Context: an optimization exercise on an open-source flow, tuned for small area and a short achievable clock period. The choices shown serve that exercise and are no tape-out recipe.
Function was checked by simulation only, so behaviour that the tests miss may differ from the original.

**standard.sh**
```bash
#!/bin/bash
# synth_recipe.tcl (not shown) runs the flow's synth.tcl, then flattens the netlist and writes it again
# the make line also repeats each setting of config.mk as NAME=value (left out here)
make -C /OpenROAD-flow-scripts/flow DESIGN_CONFIG=/design/flow/config.mk WORK_HOME=/design/flow/orfs CLKGATE_MAP_FILE= SYNTH_SCRIPT=/design/flow/synth_recipe.tcl "${@:-finish}"
```
**design.v**
```verilog
package alu_pkg;
  localparam int ALU_DATA_WIDTH = 32;
  localparam logic [7:0] OP_ALU_ADD = 8'h00;
  localparam logic [7:0] OP_ALU_SUB = 8'h01;
  localparam logic [7:0] OP_ALU_AND = 8'h02;
  localparam logic [7:0] OP_ALU_OR  = 8'h03;
  localparam logic [7:0] OP_ALU_XOR = 8'h04;
  localparam logic [7:0] OP_ALU_INV = 8'h05;
  localparam logic [7:0] OP_ALU_SLT = 8'h06;
  localparam logic [7:0] OP_ALU_SLL = 8'h07;
  localparam logic [7:0] OP_ALU_SRL = 8'h08;
  localparam logic [7:0] OP_ALU_SRA = 8'h09;
  localparam logic [7:0] OP_ALU_MUL = 8'h0A;
  localparam logic [7:0] OP_ALU_DIV = 8'h0B;
  localparam logic [7:0] OP_ALU_MOD = 8'h0C;
endpackage
module alu_prefix_add #(
  parameter int W  = 8,
  parameter int PT = 0    
) (
  input  logic [W-1:0] x,
  input  logic [W-1:0] y,
  input  logic         cin,
  output logic [W-1:0] s,
  output logic         cout
);
  localparam int L = (W > 1) ? $clog2(W) : 1;
  logic [W-1:0] p0, g0, gg, pp;
  always_comb begin
    p0 = x ^ y;
    g0 = x & y;
    gg = g0;
    pp = p0;
    gg[0] = g0[0] | (p0[0] & cin);
    if (PT == 0) begin
      for (int l = 0; l < L; l++) begin
        for (int i = W - 1; i >= 0; i--) begin
          if ((i >> l) & 1) begin
            gg[i] = gg[i] | (pp[i] & gg[((i >> l) << l) - 1]);
            pp[i] = pp[i] & pp[((i >> l) << l) - 1];
          end
        end
      end
    end else if (PT == 1) begin
      for (int l = 0; l < L; l++) begin
        for (int i = (1 << (l + 1)) - 1; i < W; i += (1 << (l + 1))) begin
          gg[i] = gg[i] | (pp[i] & gg[i - (1 << l)]);
          pp[i] = pp[i] & pp[i - (1 << l)];
        end
      end
      for (int l = L - 2; l >= 0; l--) begin
        for (int i = 3 * (1 << l) - 1; i < W; i += (1 << (l + 1))) begin
          gg[i] = gg[i] | (pp[i] & gg[i - (1 << l)]);
          pp[i] = pp[i] & pp[i - (1 << l)];
        end
      end
    end else begin
      for (int i = 1; i < W; i++) gg[i] = gg[i] | (pp[i] & gg[i-1]);
    end
    s[0] = p0[0] ^ cin;
    for (int i = 1; i < W; i++) s[i] = p0[i] ^ gg[i-1];
    cout = gg[W-1];
  end
endmodule
module alu_divider #(
  parameter int PT = 0
) (
  input  logic        i_div,     
  input  logic        i_cin,     
  input  logic [31:0] i_y,       
  input  logic [31:0] i_lsb,     
  input  logic [31:0] i_msel,    
  input  logic [31:0] i_hb,      
  output logic [31:0] o_sel,     
  output logic [31:0] o_f        
);
  logic [31:0] rout [0:31];
  for (genvar j = 31; j >= 0; j--) begin : g_row
    localparam int W = 32 - j;
    logic [W-1:0] x, s;
    logic         co;
    if (j == 31) begin : g_top
      assign x = i_lsb[j];
    end else begin : g_mid
      assign x = {rout[j+1][W-2:0], i_lsb[j]};
    end
    alu_prefix_add #(.W(W), .PT(PT)) u_add (.x(x), .y(i_y[W-1:0]), .cin(i_cin), .s(s), .cout(co));
    assign o_sel[j] = i_div ? (co & ~i_hb[j]) : i_msel[j];
    if (W < 32) begin : g_pad
      assign rout[j] = {{(32-W){1'b0}}, (o_sel[j] ? s : x)};
    end else begin : g_full
      assign rout[j] = o_sel[j] ? s : x;
    end
  end
  assign o_f = rout[0];
endmodule
module alu_core
#(
  parameter int DATA_WIDTH = alu_pkg::ALU_DATA_WIDTH
) (
  input  logic                  clk,
  input  logic                  rst_n,
  input  logic [7:0]            i_alu_op,
  input  logic [DATA_WIDTH-1:0] i_a,
  input  logic [DATA_WIDTH-1:0] i_b,
  output logic [DATA_WIDTH-1:0] o_c,
  output logic                  o_zero,
  output logic                  o_div0,
  output logic [DATA_WIDTH-1:0] o_c_q,
  output logic                  o_zero_q
);
  function automatic logic [31:0] cneg(input logic [31:0] x, input logic inv, input logic inc);
    logic [31:0] r;
    logic        any;
    any = 1'b0;
    for (int k = 0; k < 32; k++) begin
      r[k] = x[k] ^ (inv & ~(inc & ~any));
      any  = any | x[k];
    end
    cneg = r;
  endfunction
  logic [3:0]  op;
  logic [31:0] a, b;
  assign op = i_alu_op[3:0];
  assign a  = i_a;
  assign b  = i_b;
  logic valid;
  logic is_add, is_sub, is_and, is_or, is_xor, is_inv, is_slt;
  logic is_sll, is_srl, is_sra, is_mul, is_div, is_rem;
  assign valid  = (i_alu_op[7:4] == 4'd0);
  assign is_add = valid & (op == 4'h0);
  assign is_sub = valid & (op == 4'h1);
  assign is_and = valid & (op == 4'h2);
  assign is_or  = valid & (op == 4'h3);
  assign is_xor = valid & (op == 4'h4);
  assign is_inv = valid & (op == 4'h5);
  assign is_slt = valid & (op == 4'h6);
  assign is_sll = valid & (op == 4'h7);
  assign is_srl = valid & (op == 4'h8);
  assign is_sra = valid & (op == 4'h9);
  assign is_mul = valid & (op == 4'hA);
  assign is_div = valid & (op == 4'hB);
  assign is_rem = valid & (op == 4'hC);
  logic        dm, divrem, addsub, subm, mulm, sgn, b_zero;
  logic [4:0]  sh;
  logic [31:0] onehot, abs_b, bd, dvd, y, lsb, msel, hb;
  assign dm     = op[3] & (op[2] | op[0] | ~op[1]);
  assign divrem = op[3] & (op[2] | (op[1] & op[0]));
  assign addsub = ~op[3] & ~(op[1] & op[0]);
  assign subm   = ~op[3] & (op[1] ^ op[0]);
  assign mulm   = op[3];
  assign sgn    = op[3] & (op[2] | op[0]);
  assign b_zero = (b == 32'd0);
  assign sh     = addsub ? 5'd0 : b[4:0];
  always_comb begin
    for (int k = 0; k < 32; k++) onehot[k] = (sh == k[4:0]);
  end
  assign abs_b = cneg(b, b[31], b[31]);
  assign bd    = divrem ? abs_b : onehot;
  assign dvd   = cneg(a, a[31] & sgn, a[31] & divrem);
  assign y     = dm ? ~bd : (addsub ? (b ^ {32{subm}}) : a);
  assign lsb   = (dm | addsub) ? dvd : 32'd0;
  assign msel  = mulm ? b : onehot;
  always_comb begin
    hb[0] = 1'b0;
    for (int j = 1; j < 32; j++) hb[j] = |(bd >> (32 - j));
  end
  logic [31:0] qsel, f;
  alu_divider u_divider (
    .i_div (dm),
    .i_cin (dm | subm),
    .i_y   (y),
    .i_lsb (lsb),
    .i_msel(msel),
    .i_hb  (hb),
    .o_sel (qsel),
    .o_f   (f)
  );
  logic        negq, n_inv, n_inc;
  logic [31:0] n_x, arr_res;
  assign negq    = (a[31] ^ b[31]) & ~b_zero;
  assign n_x     = (is_div | is_srl | is_sra) ? qsel : f;
  assign n_inc   = (is_div & negq) | (is_rem & a[31]);
  assign n_inv   = n_inc | (is_sra & a[31]);
  assign arr_res = cneg(n_x, n_inv, n_inc);
  logic slt;
  assign slt = (a[31] ^ b[31]) ? a[31] : f[31];
  logic [3:0]  tt;
  logic [31:0] lg;
  assign tt = {is_and | is_or, is_or | is_xor, is_or | is_xor | is_inv, is_inv};
  always_comb begin
    for (int k = 0; k < 32; k++) lg[k] = tt[{a[k], b[k]}];
  end
  logic [31:0] c_d;
  logic        zero_d;
  always_comb begin
    c_d = lg
        | {31'd0, is_slt & slt}
        | ({32{is_add | is_sub | is_sll | is_srl | is_sra | is_mul | is_div | is_rem}} & arr_res);
    zero_d = (c_d == 32'd0);
  end
  assign o_c    = c_d;
  assign o_zero = zero_d;
  assign o_div0 = (is_div | is_rem) & b_zero;
  always_ff @(posedge clk or negedge rst_n) begin
    if (!rst_n) begin
      o_c_q    <= {DATA_WIDTH{1'b0}};
      o_zero_q <= 1'b0;
    end else begin
      o_c_q    <= c_d;
      o_zero_q <= zero_d;
    end
  end
endmodule
```
**config.mk**
```make
export PLATFORM = sky130hd
export DESIGN_NAME = alu_core
export DESIGN_NICKNAME = alu_core
export VERILOG_FILES = /design/flow/design.v
export SDC_FILE = /design/flow/constraint.sdc
export NUM_CORES = 4
export LEC_CHECK = 0
export ABC_AREA = 1
export CAP_MARGIN = 20
export CORE_MARGIN = 2
export CORE_UTILIZATION = 40
export SLEW_MARGIN = 20
```
**flow/run.sh**
```bash
#!/bin/bash
set -o pipefail
bash standard.sh SETUP_SLACK_MARGIN=50 SKIP_GATE_CLONING=1 SKIP_PIN_SWAP=1 cts > standard_flow_to_cts.log 2>&1
bash standard.sh finish > standard_flow_finish.log 2>&1
```
**constraint.sdc**
```tcl
create_clock -name core_clock -period 200.0 [get_ports {clk}]
set_input_delay 40.0000 -clock core_clock [delete_from_list [all_inputs] [get_ports {clk}]]
set_output_delay 40.0000 -clock core_clock [all_outputs]
set_load 0.01 [all_outputs]
```
==> results of run 1 <==
==> per-layer routing <==
layer / vias to the layer above / GRT usage, % / part of all wire [%]
met2: 1668 / 52.8 / 44
met4: 2 / 14.0 / 5.3
met5: - / 0 / 0.0086
met1: 18700 / 42.7 / 42
met3: 353 / 4.59 / 8.4
li1: 19600 / - / -
==> kinds of logic after synthesis <==
logic type | Yosys count | share of synthesized area (%)
XOR/XNOR | 259 | 6.42
AO/OA/AOI/OAI | 882 | 14.2
AND/OR/NAND/NOR | 3241 | 42.4
flip-flops | 33 | 2.34
adder cells (fa/ha/maj) | 626 | 25.6
buffers and inverters | 793 | 9.12
==> worst paths after layout <==
kind	endpoint	slack, ps	depth (start not counted)
worst max-delay path	o_zero	48950	512
worst min-delay path	o_c_q[2]$_DFF_PN0_	39800	1
max in group asynchronous	o_c_q[13]$_DFF_PN0_	159690	1
min in group core_clock	o_c_q[29]$_DFF_PN0_	40520	3
==> cells in the final DEF (no fill, tap or decap), drive strengths merged, types with 6 or more instances in the layout <==
cell type / synthesis / routed
inv: 611 / 607
o31ai: 9 / 9
nand3b: 20 / 20
nand2: 1714 / 1714
xnor2: 116 / 116
clkinv: 14 / 15
o21ai: 291 / 291
a22oi: 16 / 16
o211ai: 17 / 17
nor2: 297 / 297
and2: 92 / 92
xor2: 143 / 143
nand3: 819 / 819
a21o: 45 / 45
a221oi: 8 / 8
ha: 465 / 465
dlygate4sd2: 0 / 8
o21bai: 12 / 12
or2: 194 / 194
a211oi: 34 / 34
a21oi: 406 / 406
dfrtp: 33 / 33
fa: 161 / 161
nor4: 7 / 7
nand4: 49 / 49
buf: 104 / 129
clkdlybuf4s50: 0 / 130
o21a: 6 / 6
a31oi: 13 / 13
nor3: 46 / 46
==> area by class of cell <==
class / instances / share of cell area, %
Clock inverter: 1 / 0.0127
Inverter: 625 / 6.24
Timing Repair Buffer: 267 / 6.37
Tap cell: 1165 / 3.69
Clock buffer: 5 / 0.317
Sequential cell: 33 / 2.09
Multi-Input combinational cell: 5008 / 81.3
Antenna cell: 3 / 0.0190
==> flip-flops by register name, indices dropped and copies added, names as in the netlist <==
register  count
o_zero_q      1
o_c_q        32
==> synthesized netlist by cell type, types with 33 or more instances <==
library cell,instances
a211oi_1,33
a21o_1,45
a21oi_1,401
and2_1,92
buf_2,59
clkbuf_1,64
dfrtp_1,33
fa_1,161
ha_1,465
inv_1,585
nand2_1,1642
nand2_2,58
nand3_1,761
nand3_2,57
nand4_1,47
nor2_1,264
nor3_1,45
o21ai_0,268
or2_2,184
xnor2_1,116
xor2_1,143
==> worst max-delay path: cells and delay by family <==
kind | cells | cell delay [ps]
compound gates | 109 | 16670
xor+xnor | 2 | 380
fa+ha+maj | 37 | 12900
buf+inv | 32 | 5280
simple gates | 332 | 35740
==> repair_timing <==
action / 4_1_cts / 5_1_grt
setup buffers: 64 / 0
endpoints found under the setup margin: 33 / 0
gates resized for setup: 190 / 0
==> per-stage QoR <==
step	area, um2	instances	utilization, %
after global placement	38000	7033	43.2
after floorplan	35400	5834	-
after CTS	39500	7103	44.8
after detailed placement	38000	7033	43.2
after global routing	39500	7104	44.9
final	39500	7107	44.9
==> out/results.txt, run 1 <==
The run finished with no timing, DRC or antenna violations. Yosys mapped the design onto 71 distinct sky130hd cell types. In this run, the number of DRC markers left after iteration 0 of detailed routing was 3465. After clock tree synthesis, the clock-pin slew on the worst setup and hold paths is 60 ps. The worst slew slack as a fraction of its limit was 25.9%.

The worst setup timing slack at the placement stage came out at 36160 ps. The run gives 141 as the number of top-level pins. The tree is rooted in a clkbuf_16. Data required time of the worst path: 160000 ps.

For this run, the post-layout net count is 6640. Last weighted congestion value of the routability-driven placer: 1.03. Async set or reset register ratio after synthesis: 100%. Maximum net fanout on the critical path: 27. The tools report the worst path setup slack after routing as 48950 ps. By startpoint and endpoint, the worst setup path is classified as in2out.

The worst path needs 151050 ps of the cycle, external delays included. The total wire length is 150000 um. The clock passes through at most 2 buffers.

The first global-routing pass estimated 227000 um of wire. From synthesis to final layout, the design area changed by 11.6%. When the netlist entered floorplanning its net count stood at 6534.

Of all cell types, the one taking the most synthesized area is nand2_1. Hold timing on the final database bottoms out at a slack of 39800 ps.

Number of global-route vias before repair: 37900. The total of fill cells in the finished design is 9478, and the Yosys warning count is 35. The count of nets left with antenna violations once routing finished came out at 0. Buffers inserted to repair hold after CTS numbered 0.

The share of the cycle needed by the critical path after routing came out at 75.5%. The region available for standard cell placement spans 88000 um2. Before antenna repair, the detailed router went through 6 iterations.

The run gives 32100 um2 as the area of combinational cells with multiple inputs. The die is 301 um wide. Timing would allow up to 6.62 MHz. For this design, the slowest cell found on the critical path is clkdlybuf4s50_1. Global routing finished with a remaining overflow of 0.

Setup violations remaining at the end of the flow were counted as 0. Once the floorplan was initialized, standard cells occupied 40.2% of the core. The final routed DRC violation total was 0; the count of port buffers added during placement was 140.

The worst setup path is launched from a primary input. The logs give 5834 for the number of standard cells after synthesis and 0 for the count of pins over their slew limit. The tools report the initial antenna violation count as 6. By area the synthesized netlist is led by nand2_1 (17%), ha_1 (16%), nand3_1 (11%).

In the final layout, the share of cells above drive strength 1 is 11.1%. Entering global routing, the biggest net connects 46 pins. The prevailing post-synth register cell is dfrtp_1. The logs give 826 um2 for the flip-flop and latch area and 90800 um2 for the floorplan die area.

After synthesis, the mean cell area works out to 6.06 um2. For this run, the slowest stage of the critical path takes 590 ps. In this run, synthesis inferred 0 flip-flops with an integrated enable. Summed over its instances, the top area cell type makes up 17.4% of the synthesized netlist area. In the final routed layout, each cell accounts on average for 21.2 um. Summing over every cut layer, the via total after detailed routing is 40300. STA classifies the critical path endpoint as a primary output. Setup repair after global routing left no endpoint under its margin. The tool flagged a number of max-cap violations equal to 0. The tools report the total negative slack for setup checks as 0 ps. The number of buffers created by CTS was 5. The height of the die is 301 um.

The sequential share of the synthesized area is 2.34%, and the number of hold violations in the final report is 0. The path class of the tightest hold or removal check is in2async. Detailed placement finished with a half-perimeter wire length of 120000 um.

The number of H-tree levels is 2, and the number of synthesized register bits is 33. The cell that appears most often on the critical path is nand2_1. Clock tree synthesis found a total of 33 sinks. TritonCTS built the clock tree. After detailed routing, the number of vias per cell comes to 5.66. The initialized floorplan defines 109 standard-cell rows. The logs give 32.5% for the global-route usage over all layers and 35400 um2 for the area of the mapped netlist. Worst setup path startpoint: i_alu_op[0].

At the pin with the least slew margin, the transition time is 1110 ps. The critical path arrival was 111050 ps.
==> inputs of run 2 (changes only) <==
==> flow/run.sh (replaced) <==
#!/bin/bash
set -o pipefail
bash standard.sh SETUP_SLACK_MARGIN=50 cts > standard_flow_to_cts.log 2>&1
bash standard.sh finish > standard_flow_finish.log 2>&1
==> run 2 against run 1 <==
- still clean
- via count grew 0.68%
- cell count increased by 0.32%
- critical path depth grew 3
- non-clock buffer count up 4
- wire length is 0.73% higher
- worst setup slack improved by 63 ps
- sequential share of layout area about the same
- count of clock-buffer cells in the layout is the same
- area after synthesis is the same
- die area unchanged
- fmax about the same
- highest routed layer unchanged
==> out/results.txt, run 2 <==
The run finished with no timing, DRC or antenna violations. The number of H-tree levels is 2 (unchanged). The global-route congestion overflow total is 0 (unchanged), and the Yosys warning count is 35 (unchanged). Initial antenna violation count: 7 (was 6).

The total buffers and inverters traversed by the critical path is 27 (was 32), and the total wire length is 152000 um (was 150000 um). Final routed DRC violation total: 0 (unchanged). The height of the die is 301 um (unchanged), and the number of nets in the final layout is 6665 (was 6640). The tools report the floorplan die area as 90800 um2 (unchanged).

The maximum net fanout on the critical path was 27 (unchanged); the fraction of layout cells with a size suffix above 1 was 11.7% (was 11.1%). The critical path launch point type is a primary input (unchanged). The prevailing post-synth register cell was dfrtp_1 (unchanged). Count of port buffers added during placement: 140 (unchanged). The logs give 45.2% (was 44.9%) for the share of the core filled with cells and 6534 (unchanged) for the net count of the mapped netlist.

The relative area change from synthesis to final layout was 12.4% (was 11.6%). The tools report the worst setup timing slack at the placement stage as 36160 ps (unchanged). The tools report the total negative slack for setup checks as 0 ps (unchanged). The timing-limited maximum frequency came out at 6.62 MHz (about the same).

Top cell type by total area after synthesis: nand2_1 (unchanged). Kind of path behind the tightest hold check: in2async (unchanged). The run gives 0 (unchanged) as the number of hold violations in the final report. The time the final worst path needs with I/O delays and setup is 150990 ps (was 151050 ps). Setup repair after global routing left no endpoint under its margin.

The total of fill cells in the finished design is 9478 (unchanged). For the data required time of the worst path, the log shows 160000 ps (about the same). The number of core rows was 109 (unchanged). The largest register by flop count is o_c_q (unchanged). The area of combinational cells with multiple inputs is 32300 um2 (was 32100 um2). TritonCTS built the clock tree. The XOR/XNOR share of the synthesized area is 6.42% (unchanged). The maximum number of pins on one net before global-route repair was 46 (unchanged). The synthesized-area fraction occupied by and/or/nand/nor cells was 42.4% (unchanged); the worst-margin pin slew was 1180 ps (was 1110 ps). The run gives 0 (unchanged) as the count of pins over their slew limit. The run gives 35400 um2 (unchanged) as the area of the mapped netlist.

The post-detailed-route via-to-cell ratio was 5.68 (was 5.66). The cell type with the highest occurrence count on the critical path was nand2_1 (unchanged). Regs by FF count: o_c_q: 32 flops, o_zero_q: 1 flops (unchanged).

The logs give 2.34% (unchanged) for the sequential share of the synthesized area and 229000 um (was 227000 um) for the first-pass GRT wire length. The dominant combinational cell family by area after synthesis is simple AND/OR/NAND/NOR gates (unchanged). The share of the synthesized area in the top cell type works out to 17.4% (unchanged). Worst path setup slack after routing: 49010 ps (was 48950 ps).

Number of DRC violations after detailed-routing iteration 0: 3588 (was 3465). Setup violation total in the final timing report: 0 (unchanged). Most common cell after layout, fill and taps aside: nand2_1 (unchanged). The routed via count is 40500 (was 40300), and the number of synthesized register bits is 33 (unchanged). The clock slew seen by the registers of the worst setup and hold paths works out to 60 ps (about the same). Leading post-synthesis cells by instance count: nand2_1 (1642), nand3_1 (761), inv_1 (585) (unchanged). The nature of the critical path endpoint was a primary output (unchanged).

For the number of buffers created by CTS, the log shows 5 (unchanged). The leading cell type by number of instances after synthesis was nand2_1 (unchanged). The routed wire length per instance was 21.3 um (was 21.2 um); the number of routed nets with antenna violations was 0 (unchanged). For the last weighted congestion value of the routability-driven placer, the log shows 1.03 (unchanged). The post-synthesis compound-gate area fraction is 14.2% (unchanged), and the number of standard cells after synthesis is 5834 (unchanged). Cell at the slowest stage of the critical path: clkdlybuf4s50_1 (unchanged). The number of clock sinks seen by CTS came out at 33 (unchanged). The number of top-level pins came out at 141 (unchanged).

For the maximum number of buffers from clock root to sink, the log shows 2 (unchanged). Initial core utilization: 40.2% (unchanged). The number of flip-flops under the largest register name is 32 (unchanged), and the async set or reset register ratio after synthesis is 100% (unchanged).

Highest-count cells in the layout ignoring fill and taps: nand2_1 (1618), nand3_1 (761), inv_1 (573) (was nand2_1 (1630), nand3_1 (761), inv_1 (573)). Cells taking the most area after synthesis: nand2_1 (17%), ha_1 (16%), nand3_1 (11%) (unchanged). The maximum cell stage delay along the critical path is 720 ps (was 590 ps). The global-route usage over all layers is 32.7% (was 32.5%), and the number of global-route vias before repair is 38200 (was 37900). The synthesized area divided by synthesized cell count works out to 6.06 um2 (unchanged).

The critical path arrival is 110990 ps (was 111050 ps), and the number of optimization iterations in the first detailed-route pass is 9 (was 6). The die extent in x is 301 um (unchanged). The count of maximum capacitance violations is 0 (unchanged).

The HPWL reported at the end of detailed placement came out at 120000 um (unchanged). For the worst slew slack as a fraction of its limit, the log shows 21.3% (was 25.9%). Category of the most critical setup path: in2out (unchanged). The tools report the clock tree root buffer cell as clkbuf_16 (unchanged). The area of the core region is 88000 um2 (unchanged). The area share of fa/ha/maj cells after synthesis works out to 25.6% (unchanged).

The share of the cycle needed by the critical path after routing was 75.5% (about the same); the flip-flop and latch area was 826 um2 (unchanged). Count of different cell masters after synthesis: 71 (unchanged). The number of hold buffers added after cts is 0 (unchanged). Category of cells accounting for the largest share of critical-path delay: simple AND/OR/NAND/NOR gates (unchanged). The proportion of synthesized area in mux cells is 0% (unchanged). The number of enable-type register cells in the synthesized netlist works out to 0 (unchanged).
## run 2: cell counts after synthesis
No cell type changed its count.
## run 2: area by class of cell
class / count / area share (%)
inverters: 625 / 6.26
repair buffers: 271 / 6.29
repair inverters: 2 / 0.0346
diodes: 1 / 0.00629
clock inverters: 1 / 0.0126
flip-flops and latches: 33 / 2.08
well taps: 1165 / 3.67
multi-input cells: 5027 / 81.3
clock buffers: 5 / 0.315
## run 2: stage by stage
step           area, um2  cells  hold WS [ps]
2_1_floorplan      35400   5834         39700
3_3_place_gp       38000   7033         40130
3_5_place_dp       38000   7033         40120
4_1_cts            39700   7126         39820
5_1_grt            39800   7129         39860
6_report           39800   7130         39800
## run 2: worst max path at each step
stage,depth (start not counted),slack [ps],from,end
global route,543,41630,i_a[18],o_zero
detailed placement,541,36160,i_alu_op[0],o_zero
finish,515,49010,i_b[10],o_zero
floorplan,524,53020,i_alu_op[2],o_zero
global placement,541,38930,i_alu_op[0],o_zero
CTS,539,50000,i_a[0],o_zero
## run 2: what timing repair did
item	CTS	global route
gates resized for setup	223	0
endpoints found under the setup margin	33	0
buffers inserted	64	0
## run 2: cells by family after synthesis
logic type / count (synthesis)
AOI/OAI and AO/OA: 882
xor gates and xnor gates: 259
adders and majority gates: 626
buffers and inverters: 793
DFF: 33
and+or+nand+nor: 3241
## run 2: metal layers
| metal | part of all wire (%) | GRT usage, % |
|---|---|---|
| met1 | 42 | 42.8 |
| met2 | 44 | 53.3 |
| met3 | 8.4 | 5.22 |
| met4 | 5.1 | 13.8 |
| met5 | 0.025 | 0 |
==> inputs of run 3 (changes only) <==
==> flow/run.sh (replaced) <==
#!/bin/bash
set -o pipefail
bash standard.sh SETUP_SLACK_MARGIN=55 SKIP_GATE_CLONING=1 SKIP_PIN_SWAP=1 cts > standard_flow_to_cts.log 2>&1
bash standard.sh finish > standard_flow_finish.log 2>&1
==> run 3 against run 2 <==
- die area unchanged
- critical path type unchanged
- non-clock buffer count is 181 higher
- final area rose by 5.7%
- count of clock-buffer cells in the layout rose by 2
- area after synthesis did not move
- utilization grew 2.6 points
- cell count increased by 2.3%
- via count increased by 1.1%
- worst setup slack better by 4200 ps
- sequential share of layout area is 0.11 points lower
==> out/results.txt, run 3 <==
The run gives 6.81 MHz (was 6.62 MHz) as the timing-limited maximum frequency. The tools report the nature of the critical path endpoint as a primary output (unchanged). The number of global-route vias before repair was 38700 (was 38200); the number of nets in the final layout was 6825 (was 6665).

Number of routed nets with antenna violations: 0 (unchanged). The run gives 35400 um2 (unchanged) as the area of the mapped netlist. The die extent in x came out at 301 um (unchanged).

The cell type with the highest occurrence count on the critical path is nand2_1 (unchanged). Post-detailed-route via-to-cell ratio: 5.62 (was 5.68). The number of flip-flops under the largest register name was 32 (unchanged). Count of port buffers added during placement: 140 (unchanged). The share of the cycle needed by the critical path after routing came out at 73.4% (was 75.5%).

Setup repair after global routing left no endpoint under its margin. Most common cell after layout, fill and taps aside: nand2_1 (unchanged). The area of the core region was 88000 um2 (unchanged). The critical path arrival is 106780 ps (was 110990 ps). Top cell type by total area after synthesis: nand2_1 (unchanged).

The global-route congestion overflow total was 0 (unchanged). Leading post-synthesis cells by instance count: nand2_1 (1642), nand3_1 (761), inv_1 (585) (unchanged). Cells taking the most area after synthesis: nand2_1 (17%), ha_1 (16%), nand3_1 (11%) (unchanged).

The tools report the number of top-level pins as 141 (unchanged). The synthesized area divided by synthesized cell count came out at 6.06 um2 (unchanged). The leading cell type by number of instances after synthesis was nand2_1 (unchanged).

The tools report the number of hold buffers added after cts as 0 (unchanged). TritonCTS built the clock tree. The number of clock sinks seen by CTS is 33 (unchanged).

The post-synthesis compound-gate area fraction is 14.2% (unchanged), and the sequential share of the synthesized area is 2.34% (unchanged). The worst-margin pin slew is 1080 ps (was 1180 ps). The share of the synthesized area in the top cell type is 17.4% (unchanged), and the worst path setup slack after routing is 53220 ps (was 49010 ps). The net count of the mapped netlist was 6534 (unchanged).

The total buffers and inverters traversed by the critical path is 76 (was 27). The kind of path behind the tightest hold check is in2async (unchanged). The global-route usage over all layers is 33.2% (was 32.7%), and the total negative slack for setup checks is 0 ps (unchanged).

The fraction of layout cells with a size suffix above 1 came out at 16.7% (was 11.7%). Count of maximum capacitance violations: 0 (unchanged). Worst slew slack as a fraction of its limit: 27.5% (was 21.3%).

The run finished with no timing, DRC or antenna violations. The number of optimization iterations in the first detailed-route pass was 7 (was 9); the number of buffers created by CTS was 5 (unchanged). The total wire length is 153000 um (was 152000 um), and the count of different cell masters after synthesis is 71 (unchanged).

The number of DRC violations after detailed-routing iteration 0 was 3562 (was 3588); the height of the die was 301 um (unchanged). The HPWL reported at the end of detailed placement is 118000 um (was 120000 um), and the synthesized-area fraction occupied by and/or/nand/nor cells is 42.4% (unchanged). The category of the most critical setup path is in2out (unchanged). For the final routed DRC violation total, the log shows 0 (unchanged). The logs give 41000 (was 40500) for the routed via count and 35060 ps (was 36160 ps) for the worst setup timing slack at the placement stage. The first-pass GRT wire length is 232000 um (was 229000 um). The tools report the critical path launch point type as a primary input (unchanged). The routed wire length per instance was 21.0 um (was 21.3 um). The worst setup path startpoint was i_b[2] (was i_b[10]). The initial antenna violation count is 9 (was 7). The run gives 40.2% (unchanged) as the initial core utilization.

The tools report the maximum number of pins on one net before global-route repair as 65 (was 46). The Yosys warning count is 35 (unchanged). The last weighted congestion value of the routability-driven placer came out at 1.03 (about the same).

The logs give 0 (unchanged) for the setup violation total in the final timing report and 90800 um2 (unchanged) for the floorplan die area. For the count of pins over their slew limit, the log shows 0 (unchanged). The number of standard cells after synthesis was 5834 (unchanged). The async set or reset register ratio after synthesis is 100% (unchanged), and the XOR/XNOR share of the synthesized area is 6.42% (unchanged).

The number of core rows is 109 (unchanged), and the time the final worst path needs with I/O delays and setup is 146780 ps (was 150990 ps). The area share of fa/ha/maj cells after synthesis is 25.6% (unchanged). The logs give 9271 (was 9478) for the total of fill cells in the finished design and 0 (unchanged) for the number of hold violations in the final report.

The largest register by flop count is o_c_q (unchanged). The dominant combinational cell family by area after synthesis was simple AND/OR/NAND/NOR gates (unchanged). The cell at the slowest stage of the critical path is dlygate4sd2_1 (was clkdlybuf4s50_1).

Highest-count cells in the layout ignoring fill and taps: nand2_1 (1581), nand3_1 (749), inv_1 (566) (was nand2_1 (1618), nand3_1 (761), inv_1 (573)). The category of cells accounting for the largest share of critical-path delay is simple AND/OR/NAND/NOR gates (unchanged). The number of H-tree levels was 2 (unchanged). The prevailing post-synth register cell was dfrtp_1 (unchanged). The number of enable-type register cells in the synthesized netlist was 0 (unchanged); the data required time of the worst path was 160000 ps (about the same). The maximum net fanout on the critical path works out to 15 (was 27). The clock slew seen by the registers of the worst setup and hold paths was 60 ps (about the same); the maximum cell stage delay along the critical path was 430 ps (was 720 ps). Regs by FF count: o_c_q: 32 flops, o_zero_q: 1 flops (unchanged). The number of synthesized register bits is 33 (unchanged).

The relative area change from synthesis to final layout works out to 18.8% (was 12.4%). The proportion of synthesized area in mux cells came out at 0% (unchanged). The run gives 2 (unchanged) as the maximum number of buffers from clock root to sink. Clock tree root buffer cell: clkbuf_16 (unchanged).
[run 3: cell counts after synthesis]
Identical to the previous run, type by type.
[run 3: cell type report]
cell class              instances  area, um2  area share, %
multi-input cells            5008      33000           78.6
well taps                    1165       1460           3.47
diodes                          3       7.51         0.0179
repair buffers                452       4000           9.51
inverters                     625       2540           6.06
clock buffers                   7        143          0.339
clock inverters                 1       30.0         0.0715
flip-flops and latches         33        826           1.97
[run 3: through the flow]
step                      instance area (um2)  utilization, %  hold slack (ps)  cells
after detailed placement                38000            43.2            40150   7031
after floorplan                         35400               -            39700   5834
final                                   42000            47.8            39820   7294
after global placement                  38000            43.2            40170   7031
after global routing                    42000            47.8            39890   7291
after CTS                               42000            47.8            39850   7291
[run 3: repair_timing]
item,CTS,global route
resized for setup,520,0
buffers inserted,252,0
endpoints found under the setup margin,33,0
[run 3: cells by family after synthesis]
logic type	after synthesis
flops	33
compound gates	882
buf+inv	793
simple gates	3241
fa+ha+maj	626
xor+xnor	259
[run 3: worst max-delay path by stage]
stage	to	slack [ps]	depth (start not counted)
floorplan	o_zero	55480	516
global placement	o_zero	38080	543
detailed placement	o_zero	35060	547
CTS	o_zero	55010	545
global route	o_zero	46890	530
finish	o_zero	53220	519
[run 3: layer usage]
metal	wire length, um	share of wire [%]	GRT usage (%)
met4	8100	5.3	14.7
met1	63600	41	42.8
met2	67900	44	54.0
met3	13600	8.9	5.95
met5	228	0.15	1.59
==> inputs of run 4 (changes only) <==
==> flow/run.sh (replaced) <==
#!/bin/bash
set -o pipefail
bash standard.sh SETUP_SLACK_MARGIN=60 SETUP_MOVE_SEQUENCE=sizeup SKIP_GATE_CLONING=1 SKIP_PIN_SWAP=1 cts > standard_flow_to_cts.log 2>&1
bash standard.sh finish > standard_flow_finish.log 2>&1
==> run 4 against run 3 <==
- utilization decreased by 1.1 points
- critical path type unchanged
- worst setup slack got worse by 110 ps
- flip-flop and latch count unchanged
==> out/results.txt, run 4 <==
The first-pass GRT wire length was 226000 um (was 232000 um). The top cell type by total area after synthesis was nand2_1 (unchanged). Setup repair after global routing left no endpoint under its margin.

The tools report the data required time of the worst path as 160000 ps (about the same). The flow ran to the end and the layout has no timing, DRC or antenna violations. Leading post-synthesis cells by instance count: nand2_1 (1642), nand3_1 (761), inv_1 (585) (unchanged). The floorplan die area is 90800 um2 (unchanged), and the number of synthesized register bits is 33 (unchanged). The maximum cell stage delay along the critical path is 410 ps (was 430 ps), and the number of routed nets with antenna violations is 0 (unchanged). The tools report the number of top-level pins as 141 (unchanged). The maximum number of pins on one net before global-route repair was 65 (unchanged). The leading cell type by number of instances after synthesis was nand2_1 (unchanged). The category of the most critical setup path is in2out (unchanged). The number of optimization iterations in the first detailed-route pass is 6 (was 7).

The largest register by flop count was o_c_q (unchanged). The count of maximum capacitance violations came out at 0 (unchanged). The logs give 2 (unchanged) for the number of H-tree levels and 32.4% (was 33.2%) for the global-route usage over all layers. The logs give 88000 um2 (unchanged) for the area of the core region and 0 (unchanged) for the global-route congestion overflow total. The initial antenna violation count is 8 (was 9), and the XOR/XNOR share of the synthesized area is 6.42% (unchanged). The routed wire length per instance came out at 21.2 um (was 21.0 um). The proportion of synthesized area in mux cells is 0% (unchanged).

TritonCTS built the clock tree. The net count of the mapped netlist is 6534 (unchanged), and the height of the die is 301 um (unchanged). The share of the synthesized area in the top cell type was 17.4% (unchanged); the number of DRC violations after detailed-routing iteration 0 was 3365 (was 3562).

The dominant combinational cell family by area after synthesis was simple AND/OR/NAND/NOR gates (unchanged). The clock tree root buffer cell is clkbuf_16 (unchanged). The routed via count is 39600 (was 41000). The cell at the slowest stage of the critical path is clkinvlp_4 (was dlygate4sd2_1). The number of global-route vias before repair came out at 37700 (was 38700). The maximum net fanout on the critical path was 43 (was 15); the post-synthesis compound-gate area fraction was 14.2% (unchanged). The area of the mapped netlist was 35400 um2 (unchanged); the sequential share of the synthesized area was 2.34% (unchanged). For the number of standard cells after synthesis, the log shows 5834 (unchanged). The number of clock sinks seen by CTS is 33 (unchanged), and the total wire length is 149000 um (was 153000 um). The count of different cell masters after synthesis was 71 (unchanged); the maximum number of buffers from clock root to sink was 2 (unchanged). Number of flip-flops under the largest register name: 32 (unchanged).

The async set or reset register ratio after synthesis works out to 100% (unchanged). The synthesized-area fraction occupied by and/or/nand/nor cells came out at 42.4% (unchanged). The run gives 6.81 MHz (about the same) as the timing-limited maximum frequency. Highest-count cells in the layout ignoring fill and taps: nand2_1 (1459), nand3_1 (719), inv_1 (546) (was nand2_1 (1581), nand3_1 (749), inv_1 (566)). The number of nets in the final layout was 6575 (was 6825). The HPWL reported at the end of detailed placement is 121000 um (was 118000 um).

The number of buffers added for setup after CTS is 0 (was 252). The critical path arrival is 106890 ps (was 106780 ps), and the die extent in x is 301 um (unchanged). The prevailing post-synth register cell was dfrtp_1 (unchanged). The clock slew seen by the registers of the worst setup and hold paths was 60 ps (about the same); the share of the cycle needed by the critical path after routing was 73.4% (about the same).

The relative area change from synthesis to final layout is 16.2% (was 18.8%). The run gives 40.2% (unchanged) as the initial core utilization. The most common cell after layout, fill and taps aside was nand2_1 (unchanged). Kind of path behind the tightest hold check: in2async (unchanged). The tools report the number of core rows as 109 (unchanged). The cell type with the highest occurrence count on the critical path is nand2_1 (unchanged). Area share of fa/ha/maj cells after synthesis: 25.6% (unchanged). Count of pins over their slew limit: 0 (unchanged). For the last weighted congestion value of the routability-driven placer, the log shows 1.01 (was 1.03). The number of enable-type register cells in the synthesized netlist works out to 0 (unchanged). Cells taking the most area after synthesis: nand2_1 (17%), ha_1 (16%), nand3_1 (11%) (unchanged). Critical path launch point type: a primary input (unchanged). Regs by FF count: o_c_q: 32 flops, o_zero_q: 1 flops (unchanged). The Yosys warning count came out at 35 (unchanged). The number of buffers created by CTS was 5 (unchanged). The tools report the nature of the critical path endpoint as a primary output (unchanged). The worst-margin pin slew was 1120 ps (was 1080 ps); the number of hold buffers added after cts was 0 (unchanged).

The post-detailed-route via-to-cell ratio is 5.62 (about the same). The final routed DRC violation total came out at 0 (unchanged). For the number of hold violations in the final report, the log shows 0 (unchanged). The logs give 25.3% (was 27.5%) for the worst slew slack as a fraction of its limit and 0 (unchanged) for the setup violation total in the final timing report.

The fraction of layout cells with a size suffix above 1 was 17.9% (was 16.7%); the count of port buffers added during placement was 140 (unchanged). The time the final worst path needs with I/O delays and setup came out at 146890 ps (was 146780 ps). The synthesized area divided by synthesized cell count was 6.06 um2 (unchanged); the total negative slack for setup checks was 0 ps (unchanged).
==> run 4: worst paths after layout <==
check,endpoint,from
setup / recovery,o_zero,i_a[7]
max in group asynchronous,o_c_q[9]$_DFF_PN0_,rst_n
min in group core_clock,o_c_q[1]$_DFF_PN0_,i_a[1]
hold / removal,o_c_q[3]$_DFF_PN0_,rst_n
==> run 4: layout make-up <==
class | instances | area, um2
fillers | 9388 | 46900
multi-input cells | 5008 | 34100
inverters | 625 | 2610
repair buffers | 202 | 1860
well taps | 1165 | 1460
flip-flops and latches | 33 | 826
clock buffers | 5 | 125
clock inverters | 3 | 46.3
diodes | 4 | 10.0
==> run 4: cells by family (layout without fill, tap and decap cells) <==
family          count (synthesis)  count (layout)
simple gates                 3241            3241
fa+ha+maj                     626             626
compound gates                882             882
buf+inv                       793             835
other cells                     0               4
xor+xnor                      259             259
flops                          33              33
==> run 4: what timing repair did <==
action	in CTS	in global routing
endpoints found under the hold margin	0	0
resized for setup	879	0
endpoints found under the setup margin	33	0
==> run 4: metrics by stage <==
step	setup slack [ps]	util, %	instance area (um2)	hold WS, ps	instances
4_1_cts	54120	46.7	41100	39820	7041
3_3_place_gp	44020	43.6	38300	40140	7033
3_5_place_dp	41610	43.6	38300	40130	7033
5_1_grt	46950	46.7	41100	39860	7041
2_1_floorplan	60010	-	35800	39700	5834
6_report	53110	46.7	41100	39810	7045
==> run 4: worst max-delay path, delay by kind of cell <==
family                     cells  cell delay [ps]
AOI/OAI and AO/OA            103            14790
xor gates and xnor gates       2              310
and+or+nand+nor              345            36680
buffers and inverters         37             4250
adders and majority gates     36            10460
==> run 4: per-layer routing <==
| metal | GRT usage, % | up-vias | share of wire [%] | wire length (um) |
|---|---|---|---|---|
| li1 | - | 19500 | - | - |
| met3 | 6.40 | 352 | 7.9 | 11800 |
| met5 | 0 | - | 0.031 | 46 |
| met1 | 41.5 | 18500 | 42 | 63400 |
| met2 | 52.2 | 1325 | 44 | 66000 |
| met4 | 14.5 | 6 | 5.4 | 8040 |
==> inputs of run 5 (changes only) <==
==> flow/run.sh (replaced) <==
#!/bin/bash
set -o pipefail
bash standard.sh SETUP_SLACK_MARGIN=50 SKIP_GATE_CLONING=1 SKIP_PIN_SWAP=1 "BUFFER_PORTS_ARGS=-buffer_cell sky130_fd_sc_hd__buf_4" cts > standard_flow_to_cts.log 2>&1
bash standard.sh finish > standard_flow_finish.log 2>&1
==> run 5 against run 4 <==
- still clean on timing, DRC and antenna
- utilization fell by 2.4 points
- cell count rose by 0.70%
- hold slack got worse by 150 ps
- area after synthesis did not move
- critical endpoint unchanged
==> out/results.txt, run 5 <==
The run finished with no timing, DRC or antenna violations. Post-detailed-route via-to-cell ratio: 5.64 (was 5.62). Height of the die: 301 um (unchanged). For the final routed DRC violation total, the log shows 0 (unchanged). The sequential share of the synthesized area came out at 2.34% (unchanged). For the number of core rows, the log shows 109 (unchanged). The run gives 0 (unchanged) as the count of pins over their slew limit. Prevailing post-synth register cell: dfrtp_1 (unchanged). The number of H-tree levels is 2 (unchanged), and the initial core utilization is 40.2% (unchanged). The count of port buffers added during placement was 140 (unchanged); the async set or reset register ratio after synthesis was 100% (unchanged).

Setup repair after global routing left no endpoint under its margin. For the worst path setup slack after routing, the log shows 48820 ps (was 53110 ps). The cell type with the highest occurrence count on the critical path was nand2_1 (unchanged). Leading post-synthesis cells by instance count: nand2_1 (1642), nand3_1 (761), inv_1 (585) (unchanged). For the count of maximum capacitance violations, the log shows 0 (unchanged). The routed via count is 40000 (was 39600), and the number of routed nets with antenna violations is 0 (unchanged). The relative area change from synthesis to final layout came out at 10.2% (was 16.2%).

The largest register by flop count is o_c_q (unchanged). The tools report the maximum number of pins on one net before global-route repair as 46 (was 65). The logs give 37700 (about the same) for the number of global-route vias before repair and 5 (unchanged) for the number of buffers created by CTS. The number of DRC violations after detailed-routing iteration 0 is 3419 (was 3365). The total of fill cells in the finished design is 9514 (was 9388). The kind of path behind the tightest hold check is in2async (unchanged).

The total negative slack for setup checks is 0 ps (unchanged), and the share of the synthesized area in the top cell type is 17.4% (unchanged). The number of flip-flops under the largest register name works out to 32 (unchanged). The global-route usage over all layers was 32.2% (was 32.4%); the data required time of the worst path was 160000 ps (about the same).

The clock slew seen by the registers of the worst setup and hold paths is 60 ps (about the same), and the area of the core region is 88000 um2 (unchanged). The routed wire length per instance was 20.9 um (was 21.2 um); the count of different cell masters after synthesis was 71 (unchanged). Most common cell after layout, fill and taps aside: nand2_1 (unchanged). TritonCTS built the clock tree. For the number of nets in the final layout, the log shows 6625 (was 6575). Number of synthesized register bits: 33 (unchanged). Setup violation total in the final timing report: 0 (unchanged). The top cell type by total area after synthesis is nand2_1 (unchanged).

The flip-flop and latch area is 826 um2 (unchanged). The critical path launch point type was a primary input (unchanged). The timing-limited maximum frequency was 6.61 MHz (was 6.81 MHz). The tools report the termination of the worst setup path as o_zero (unchanged). The area of the mapped netlist is 35400 um2 (unchanged). The share of the cycle needed by the critical path after routing came out at 75.6% (was 73.4%). The tools report the HPWL reported at the end of detailed placement as 119000 um (was 121000 um).

The logs give 111180 ps (was 106890 ps) for the critical path arrival and 2 (unchanged) for the maximum number of buffers from clock root to sink. The number of optimization iterations in the first detailed-route pass was 6 (unchanged); the fraction of layout cells with a size suffix above 1 was 13.1% (was 17.9%). The initial antenna violation count was 3 (was 8).

The leading cell type by number of instances after synthesis was nand2_1 (unchanged). The tools report the floorplan die area as 90800 um2 (unchanged). The worst setup timing slack at the placement stage is 35930 ps (was 41610 ps). Yosys warning count: 35 (unchanged).

Regs by FF count: o_c_q: 32 flops, o_zero_q: 1 flops (unchanged). First-pass GRT wire length: 226000 um (about the same). The tools report the nature of the critical path endpoint as a primary output (unchanged). The tools report the worst slew slack as a fraction of its limit as 30.3% (was 25.3%). The net count of the mapped netlist was 6534 (unchanged). The category of the most critical setup path is in2out (unchanged). The clock tree root buffer cell was clkbuf_16 (unchanged). Number of hold violations in the final report: 0 (unchanged). The tools report the number of standard cells after synthesis as 5834 (unchanged).

The last weighted congestion value of the routability-driven placer is 1.02 (was 1.01). Worst setup path startpoint: i_alu_op[1] (was i_a[7]). The die extent in x was 301 um (unchanged); the number of clock sinks seen by CTS was 33 (unchanged). The time the final worst path needs with I/O delays and setup was 151180 ps (was 146890 ps). The worst-margin pin slew is 1030 ps (was 1120 ps). Number of enable-type register cells in the synthesized netlist: 0 (unchanged). The cell at the slowest stage of the critical path was ha_2 (was clkinvlp_4). Synthesized area divided by synthesized cell count: 6.06 um2 (unchanged). Cells taking the most area after synthesis: nand2_1 (17%), ha_1 (16%), nand3_1 (11%) (unchanged). The total wire length is 148000 um (was 149000 um), and the global-route congestion overflow total is 0 (unchanged).

Highest-count cells in the layout ignoring fill and taps: nand2_1 (1627), nand3_1 (761), inv_1 (574) (was nand2_1 (1459), nand3_1 (719), inv_1 (546)). The number of top-level pins was 141 (unchanged); the maximum cell stage delay along the critical path was 640 ps (was 410 ps). The maximum net fanout on the critical path was 27 (was 43). The area of combinational cells with multiple inputs is 32100 um2 (was 34100 um2).
## run 5: cell counts after synthesis
No cell type changed its count.
## run 5: metrics by stage
step	std cells	utilization [%]	hold WS, ps	instance area (um2)
4_1_cts	7090	44.3	39670	39000
5_1_grt	7091	44.3	39690	39000
2_1_floorplan	5834	-	39700	35400
3_5_place_dp	7030	42.8	39980	37700
3_3_place_gp	7030	42.8	39990	37700
6_report	7094	44.3	39650	39000
## run 5: critical path, delay by kind of cell
| kind | cells | cell delay, ps |
|---|---|---|
| fa+ha+maj | 37 | 12060 |
| xor+xnor | 3 | 510 |
| buf+inv | 34 | 4530 |
| compound gates | 109 | 17580 |
| simple gates | 333 | 36380 |
## run 5: per-layer routing
metal / GRT usage, % / up-vias / share of wire (%)
met4: 14.3 / 4 / 5.3
li1: - / 19500 / -
met2: 51.6 / 1675 / 44
met3: 4.68 / 340 / 8.7
met5: 0 / - / 0.018
met1: 42.7 / 18400 / 42
## run 5: logic make-up after synthesis
logic type               after synthesis  synth area share, %
buffers and inverters                793                 9.12
adder cells (fa/ha/maj)              626                 25.6
flip-flops                            33                 2.34
AND/OR/NAND/NOR                     3241                 42.4
AO/OA/AOI/OAI                        882                 14.2
XOR/XNOR                             259                 6.42
## run 5: cell type report
cell class / count / area share [%]
inverter: 625 / 6.33
antenna: 3 / 0.0193
tap: 1165 / 3.74
timing repair buffer: 252 / 5.10
sequential: 33 / 2.12
clock inverter: 3 / 0.119
multi-input combinational: 5008 / 82.3
clock buffer: 5 / 0.321
## run 5: what timing repair did
item / 4_1_cts / 5_1_grt
resized for setup: 171 / 0
hold endpoints to repair: 0 / 0
hold buffers: 0 / 0
buffers inserted: 52 / 0
setup endpoints to repair: 33 / 0
## run 5: worst min-delay path by stage
stage | from | end | depth (start not counted)
final | rst_n | o_c_q[24]$_DFF_PN0_ | 1
after floorplan | rst_n | o_c_q[0]$_DFF_PN0_ | 0
after global routing | rst_n | o_c_q[24]$_DFF_PN0_ | 1
after detailed placement | rst_n | o_c_q[22]$_DFF_PN0_ | 1
after CTS | rst_n | o_c_q[24]$_DFF_PN0_ | 1
after global placement | rst_n | o_c_q[23]$_DFF_PN0_ | 1
==> inputs of run 6 (changes only) <==
==> flow/run.sh (replaced) <==
#!/bin/bash
set -o pipefail
bash standard.sh SETUP_SLACK_MARGIN=45 SKIP_GATE_CLONING=1 SKIP_PIN_SWAP=1 "BUFFER_PORTS_ARGS=-buffer_cell sky130_fd_sc_hd__buf_4" cts > standard_flow_to_cts.log 2>&1
bash standard.sh finish > standard_flow_finish.log 2>&1
==> run 6 against run 5 <==
- still clean
- non-clock buffer count down 36
- utilization down 0.73 points
- global-route usage down 0.41 points
- flip-flop and latch count unchanged
- fmax down 3.1%
- count of clock-buffer cells in the layout unchanged
- worst setup slack worse by 4900 ps
- die area unchanged
- area after synthesis unchanged
- critical endpoint unchanged
- largest cell class unchanged
==> out/results.txt, run 6 <==
The number of nets in the final layout was 6589 (was 6625). The async set or reset register ratio after synthesis was 100% (unchanged); the net count of the mapped netlist was 6534 (unchanged). The wire length on met1 is 63400 um (was 62800 um), and the finished layout cell area is 38300 um2 (was 39000 um2). The tools report the maximum number of pins on one net before global-route repair as 46 (unchanged).

The critical path arrival is 116060 ps (was 111180 ps). For the total wire length, the log shows 147000 um (was 148000 um). The run gives 109 (unchanged) as the number of core rows. The synthesized area divided by synthesized cell count came out at 6.06 um2 (unchanged).

The count of port buffers added during placement is 140 (unchanged). The total negative slack for setup checks was 0 ps (unchanged). The cell at the slowest stage of the critical path was fa_1 (was ha_2).

Top cell type by total area after synthesis: nand2_1 (unchanged). The number of buffers created by CTS was 5 (unchanged). The maximum cell stage delay along the critical path is 450 ps (was 640 ps).

Highest routed metal layer: met5 (unchanged). The share of the cycle needed by the critical path after routing works out to 78.0% (was 75.6%). The number of H-tree levels is 2 (unchanged).

The maximum net fanout on the critical path works out to 43 (was 27). The area of the mapped netlist was 35400 um2 (unchanged); the share of the core filled with cells was 43.6% (was 44.3%). The worst-margin pin slew was 1160 ps (was 1030 ps); the global-route usage over all layers was 31.8% (was 32.2%). The number of flip-flops under the largest register name is 32 (unchanged), and the fraction of layout cells with a size suffix above 1 is 11.7% (was 13.1%). The logs give 43940 ps (was 48820 ps) for the worst path setup slack after routing and 37700 um2 (unchanged) for the placement-stage cell area. The worst slew slack as a fraction of its limit was 22.6% (was 30.3%). For the number of hold violations in the final report, the log shows 0 (unchanged).

The global-route congestion overflow total is 0 (unchanged). The routed via count is 39700 (was 40000), and the number of top-level pins is 141 (unchanged). The category of the most critical setup path was in2out (unchanged). The critical path launch point type was a primary input (unchanged).

The area of the core region is 88000 um2 (unchanged). The initial antenna violation count is 3 (unchanged). Setup repair after global routing left no endpoint under its margin. The HPWL reported at the end of detailed placement is 119000 um (unchanged), and the number of synthesized register bits is 33 (unchanged). The die extent in x was 301 um (unchanged); the Yosys warning count was 35 (unchanged).

The count of maximum capacitance violations is 0 (unchanged). The kind of path behind the tightest hold check is in2async (unchanged). The share of the synthesized area in the top cell type works out to 17.4% (unchanged).

The worst setup timing slack at the placement stage came out at 35930 ps (unchanged). Time the final worst path needs with I/O delays and setup: 156060 ps (was 151180 ps).

The number of routed nets with antenna violations was 0 (unchanged). The length of routed met3 wiring is 11500 um (was 12900 um), and the routed wire length per instance is 20.8 um (was 20.9 um). Relative area change from synthesis to final layout: 8.44% (was 10.2%). The number of DRC violations after detailed-routing iteration 0 is 3575 (was 3419). The count of pins over their slew limit is 0 (unchanged), and the setup violation total in the final timing report is 0 (unchanged). The run gives 6 (unchanged) as the number of optimization iterations in the first detailed-route pass.

Highest-count cells in the layout ignoring fill and taps: nand2_1 (1634), nand3_1 (761), inv_1 (578) (was nand2_1 (1627), nand3_1 (761), inv_1 (574)). Nature of the critical path endpoint: a primary output (unchanged). Regs by FF count: o_c_q: 32 flops, o_zero_q: 1 flops (unchanged). The maximum number of buffers from clock root to sink is 2 (unchanged). The final routed DRC violation total is 0 (unchanged), and the data required time of the worst path is 160000 ps (about the same). Leading post-synthesis cells by instance count: nand2_1 (1642), nand3_1 (761), inv_1 (585) (unchanged).

The run gives 33 (unchanged) as the number of clock sinks seen by CTS. The tools report the floorplan die area as 90800 um2 (unchanged). Most common cell after layout, fill and taps aside: nand2_1 (unchanged).

The post-detailed-route via-to-cell ratio is 5.62 (was 5.64). Largest register by flop count: o_c_q (unchanged). The total met2 wirelength after detailed routing was 64600 um (was 64800 um); the clock slew seen by the registers of the worst setup and hold paths was 60 ps (about the same).

The logs give 40.2% (unchanged) for the initial core utilization and 71 (unchanged) for the count of different cell masters after synthesis. Cell type with the highest occurrence count on the critical path: nand2_1 (unchanged). The tools report the last weighted congestion value of the routability-driven placer as 1.02 (unchanged). The number of standard cells after synthesis was 5834 (unchanged).

The tools report the number of global-route vias before repair as 37100 (was 37700). The number of enable-type register cells in the synthesized netlist is 0 (unchanged). The leading cell type by number of instances after synthesis was nand2_1 (unchanged). The run gives 223000 um (was 226000 um) as the first-pass GRT wire length.

The tools report the timing-limited maximum frequency as 6.41 MHz (was 6.61 MHz). The sequential share of the synthesized area came out at 2.34% (unchanged). The height of the die is 301 um (unchanged). Cells taking the most area after synthesis: nand2_1 (17%), ha_1 (16%), nand3_1 (11%) (unchanged). TritonCTS built the clock tree.

The clock tree root buffer cell is clkbuf_16 (unchanged). Prevailing post-synth register cell: dfrtp_1 (unchanged). The flow ran to the end and the layout has no timing, DRC or antenna violations.
## run 6: cell counts after synthesis
No cell type changed its count.
## run 6: layout make-up
class,count,area [um2]
Clock inverter,3,46.3
Sequential cell,33,826
Clock buffer,5,125
Inverter,625,2430
Fill cell,9583,49600
Antenna cell,3,7.51
Multi-Input combinational cell,5008,31800
Tap cell,1165,1460
Timing Repair Buffer,216,1680
## run 6: timing repair
item | in CTS | in global routing
setup endpoints to repair | 33 | 0
hold buffers | 0 | 0
resized for setup | 77 | 0
hold endpoints to repair | 0 | 0
buffers inserted | 17 | 0
## run 6: worst max-delay path: cells and delay by family
| kind | cells | cell delay [ps] |
|---|---|---|
| buf+inv | 38 | 4810 |
| simple gates | 359 | 39480 |
| xor+xnor | 1 | 200 |
| fa+ha+maj | 36 | 11920 |
| compound gates | 105 | 19450 |
## run 6: worst paths after layout
kind                       slack [ps]                   to  startpoint
min in group core_clock         40120  o_c_q[27]$_DFF_PN0_     i_a[27]
max in group asynchronous      160010  o_c_q[12]$_DFF_PN0_       rst_n
max                             43940               o_zero      i_a[0]
min                             39660  o_c_q[24]$_DFF_PN0_       rst_n
## run 6: metrics by stage
step	instances	hold WS (ps)
2_1_floorplan	5834	39700
3_3_place_gp	7030	39990
3_5_place_dp	7030	39980
4_1_cts	7055	39670
5_1_grt	7055	39690
6_report	7058	39660
## run 6: per-layer routing
| layer | GRT usage (%) | vias to the layer above |
|---|---|---|
| li1 | - | 19400 |
| met1 | 42.5 | 18300 |
| met2 | 51.1 | 1565 |
| met4 | 13.2 | 4 |
| met3 | 4.38 | 325 |
| met5 | 0 | - |
## run 6: cell families (layout without fill, tap and decap cells)
kind of cell / count (synthesis) / after routing / synth area share [%]
XOR/XNOR: 259 / 259 / 6.42
AND/OR/NAND/NOR: 3241 / 3241 / 42.4
buffers and inverters: 793 / 849 / 9.12
flip-flops: 33 / 33 / 2.34
other: 0 / 3 / 0
adder cells (fa/ha/maj): 626 / 626 / 25.6
AO/OA/AOI/OAI: 882 / 882 / 14.2
==> inputs of run 7 (changes only) <==
==> flow/run.sh (replaced) <==
#!/bin/bash
set -o pipefail
bash standard.sh SETUP_SLACK_MARGIN=50 SKIP_GATE_CLONING=1 SKIP_PIN_SWAP=1 "BUFFER_PORTS_ARGS=-buffer_cell sky130_fd_sc_hd__buf_1" cts > standard_flow_to_cts.log 2>&1
bash standard.sh finish > standard_flow_finish.log 2>&1
==> run 7 against run 6 <==
- fmax is 3.3% higher
- cell count is 0.69% higher
- first-iteration DRC count is 6.7% higher
- worst setup slack better by 5000 ps
- sequential share of layout area hardly changed
- critical path depth is 2 lower
- flip-flop and latch count stayed put
- die area stayed put
- hold slack better by 160 ps
- non-clock buffer count is 47 higher
- synthesized cell count stayed put
- largest cell class unchanged
==> out/results.txt, run 7 <==
The worst-margin pin slew was 1140 ps (was 1160 ps); the critical path arrival was 111110 ps (was 116060 ps). For the global-route usage over all layers, the log shows 32.0% (was 31.8%). The prevailing post-synth register cell was dfrtp_1 (unchanged). The share of the synthesized area in the top cell type came out at 17.4% (unchanged). Worst slew slack as a fraction of its limit: 24.3% (was 22.6%). The clock slew seen by the registers of the worst setup and hold paths is 60 ps (about the same), and the net count of the mapped netlist is 6534 (unchanged).

The routed wire length per instance came out at 20.8 um (about the same). The top cell type by total area after synthesis was nand2_1 (unchanged). Maximum cell stage delay along the critical path: 470 ps (was 450 ps). The timing-limited maximum frequency came out at 6.62 MHz (was 6.41 MHz).

The number of enable-type register cells in the synthesized netlist was 0 (unchanged); the routed via count was 39900 (was 39700). The sequential share of the synthesized area is 2.34% (unchanged), and the time the final worst path needs with I/O delays and setup is 151110 ps (was 156060 ps). The critical path launch point type is a primary input (unchanged). The flip-flop and latch area is 826 um2 (unchanged).

The fraction of layout cells with a size suffix above 1 was 10.9% (was 11.7%); the Yosys warning count was 35 (unchanged). The run gives 0 (unchanged) as the setup violation total in the final timing report. For the number of clock sinks seen by CTS, the log shows 33 (unchanged). The count of pins over their slew limit is 0 (unchanged). The number of top-level pins was 141 (unchanged); the synthesized area divided by synthesized cell count was 6.06 um2 (unchanged). The maximum number of buffers from clock root to sink came out at 2 (unchanged).

Highest-count cells in the layout ignoring fill and taps: nand2_1 (1627), nand3_1 (761), inv_1 (574) (was nand2_1 (1634), nand3_1 (761), inv_1 (578)). The HPWL reported at the end of detailed placement came out at 118000 um (was 119000 um). The async set or reset register ratio after synthesis is 100% (unchanged). The largest register by flop count was o_c_q (unchanged).

Category of the most critical setup path: in2out (unchanged). The first-pass GRT wire length was 223000 um (about the same). Leading post-synthesis cells by instance count: nand2_1 (1642), nand3_1 (761), inv_1 (585) (unchanged). The count of maximum capacitance violations was 0 (unchanged); the number of standard cells after synthesis was 5834 (unchanged).

The total of fill cells in the finished design is 9507 (was 9583), and the initial antenna violation count is 12 (was 3). The die extent in x works out to 301 um (unchanged). The final routed DRC violation total was 0 (unchanged); the maximum net fanout on the critical path was 27 (was 43). The leading cell type by number of instances after synthesis is nand2_1 (unchanged). Post-detailed-route via-to-cell ratio: 5.62 (about the same). The global-route congestion overflow total came out at 0 (unchanged).

Setup repair after global routing left no endpoint under its margin. The kind of path behind the tightest hold check is in2async (unchanged). The share of the cycle needed by the critical path after routing works out to 75.6% (was 78.0%).

The clock tree root buffer cell is clkbuf_16 (unchanged). Floorplan die area: 90800 um2 (unchanged). The area of the core region is 88000 um2 (unchanged), and the last weighted congestion value of the routability-driven placer is 1.04 (was 1.02). Cell at the slowest stage of the critical path: nor3_2 (was fa_1).

For the total negative slack for setup checks, the log shows 0 ps (unchanged). Cells taking the most area after synthesis: nand2_1 (17%), ha_1 (16%), nand3_1 (11%) (unchanged). Cell type with the highest occurrence count on the critical path: nand2_1 (unchanged). The flow ran to the end and the layout has no timing, DRC or antenna violations.

The area of the mapped netlist is 35400 um2 (unchanged), and the number of H-tree levels is 2 (unchanged). The most common cell after layout, fill and taps aside was nand2_1 (unchanged). The number of nets in the final layout was 6636 (was 6589); the area of combinational cells with multiple inputs was 32100 um2 (was 31800 um2). The tools report the termination of the worst setup path as o_zero (unchanged). The maximum number of pins on one net before global-route repair is 65 (was 46).

The relative area change from synthesis to final layout came out at 8.98% (was 8.44%). The count of port buffers added during placement came out at 140 (unchanged). The number of global-route vias before repair came out at 37400 (was 37100).

TritonCTS built the clock tree. For the number of hold violations in the final report, the log shows 0 (unchanged). The nature of the critical path endpoint is a primary output (unchanged). The data required time of the worst path was 160000 ps (about the same); the total wire length was 148000 um (was 147000 um).

The number of routed nets with antenna violations is 0 (unchanged). The worst setup path startpoint is i_b[0] (was i_a[0]). The number of core rows was 109 (unchanged); the number of flip-flops under the largest register name was 32 (unchanged).

Regs by FF count: o_c_q: 32 flops, o_zero_q: 1 flops (unchanged). The height of the die is 301 um (unchanged). The run gives 71 (unchanged) as the count of different cell masters after synthesis. The initial core utilization is 40.2% (unchanged). The logs give 5 (unchanged) for the number of buffers created by CTS and 3814 (was 3575) for the number of DRC violations after detailed-routing iteration 0. The number of synthesized register bits is 33 (unchanged), and the number of optimization iterations in the first detailed-route pass is 6 (unchanged).
-- run 7: per-layer routing --
metal / GRT usage, % / share of wire (%) / vias up
met5: 0 / 0.071 / -
met2: 51.2 / 44 / 1621
met3: 5.52 / 8.6 / 395
met4: 14.5 / 5.3 / 16
met1: 41.8 / 42 / 18300
li1: - / - / 19600
-- run 7: repair_timing --
action | in CTS | in global routing
resized for setup | 169 | 0
hold buffers | 0 | 0
buffers inserted | 61 | 0
setup endpoints to repair | 33 | 0
-- run 7: worst min path at each step --
stage               startpoint             endpoint  slack (ps)  cells after the start
floorplan                rst_n   o_c_q[0]$_DFF_PN0_       39700                      0
global placement         rst_n  o_c_q[22]$_DFF_PN0_       40150                      1
detailed placement       rst_n   o_c_q[1]$_DFF_PN0_       40160                      1
CTS                      rst_n   o_c_q[1]$_DFF_PN0_       39870                      1
global route             rst_n   o_c_q[1]$_DFF_PN0_       39900                      1
finish                   rst_n   o_c_q[1]$_DFF_PN0_       39820                      1
-- run 7: worst max-delay path, delay by kind of cell --
family | cells | cell delay (ps)
buffers and inverters | 35 | 3840
adders and majority gates | 35 | 12100
xor gates and xnor gates | 4 | 710
AOI/OAI and AO/OA | 104 | 15500
and+or+nand+nor | 359 | 38680
-- run 7: logic make-up (layout without fill, tap and decap cells) --
logic type / Yosys count / in the layout / share of synthesized area, %
AND/OR/NAND/NOR: 3241 / 3241 / 42.4
AO/OA/AOI/OAI: 882 / 882 / 14.2
buffers and inverters: 793 / 896 / 9.12
adder cells (fa/ha/maj): 626 / 626 / 25.6
XOR/XNOR: 259 / 259 / 6.42
flip-flops: 33 / 33 / 2.34
other: 0 / 5 / 0
-- run 7: area by class of cell --
cell class                      count  area share [%]
Timing Repair Buffer              263            3.98
Clock buffer                        5           0.325
Inverter                          625            6.42
Tap cell                         1165            3.78
Clock inverter                      3           0.120
Multi-Input combinational cell   5008            83.2
Antenna cell                        5          0.0325
Sequential cell                    33            2.14
-- run 7: per-stage QoR --
stage,cells,worst slack [ps],cell area (um2),util (%),hold WS (ps)
after global routing,7104,41320,38500,43.8,39900
after CTS,7102,50010,38500,43.8,39870
after floorplan,5834,53020,35400,-,39700
after global placement,7033,38420,37200,42.3,40150
final,7107,48890,38500,43.8,39820
after detailed placement,7033,35760,37200,42.3,40160

## static timing again, ports no longer ideal
No port has a modelled driver above. Below, the same layouts with a new extraction and two added sets of constraints.
Step 1 (the two cells are an assumption about what drives the block):
set clk [get_ports {clk}]
set_driving_cell -lib_cell sky130_fd_sc_hd__clkbuf_16 $clk
set_driving_cell -lib_cell sky130_fd_sc_hd__buf_2 [delete_from_list [all_inputs] $clk]
Step 2 also shifts input and output timing later by t, the mid clock arrival at the registers, as if the neighbouring blocks saw the same clock.
Slacks: ideal / step 1 / step 2; pairs: ideal / step 1.
run | t (ns) | slack for setup (ns) | worst data-port slew with drivers (ns)
run 1 | 0.322 | 48.946 / 48.913 / 48.913 | 0.05
run 2 | 0.323 | 49.009 / 48.975 / 48.975 | 0.05
run 3 | 0.321 | 53.221 / 53.204 / 53.204 | 0.04
run 4 | 0.326 | 53.107 / 53.085 / 53.085 | 0.05
run 5 | 0.332 | 48.816 / 48.793 / 48.793 | 0.04
run 6 | 0.326 | 43.939 / 43.916 / 43.916 | 0.05
run 7 | 0.330 | 48.889 / 48.868 / 48.868 | 0.11
After both steps every run listed still meets setup and hold. The setup slack of run 2, which loses most, moves by -0.034 ns with the drivers and by -0.034 ns with both steps.
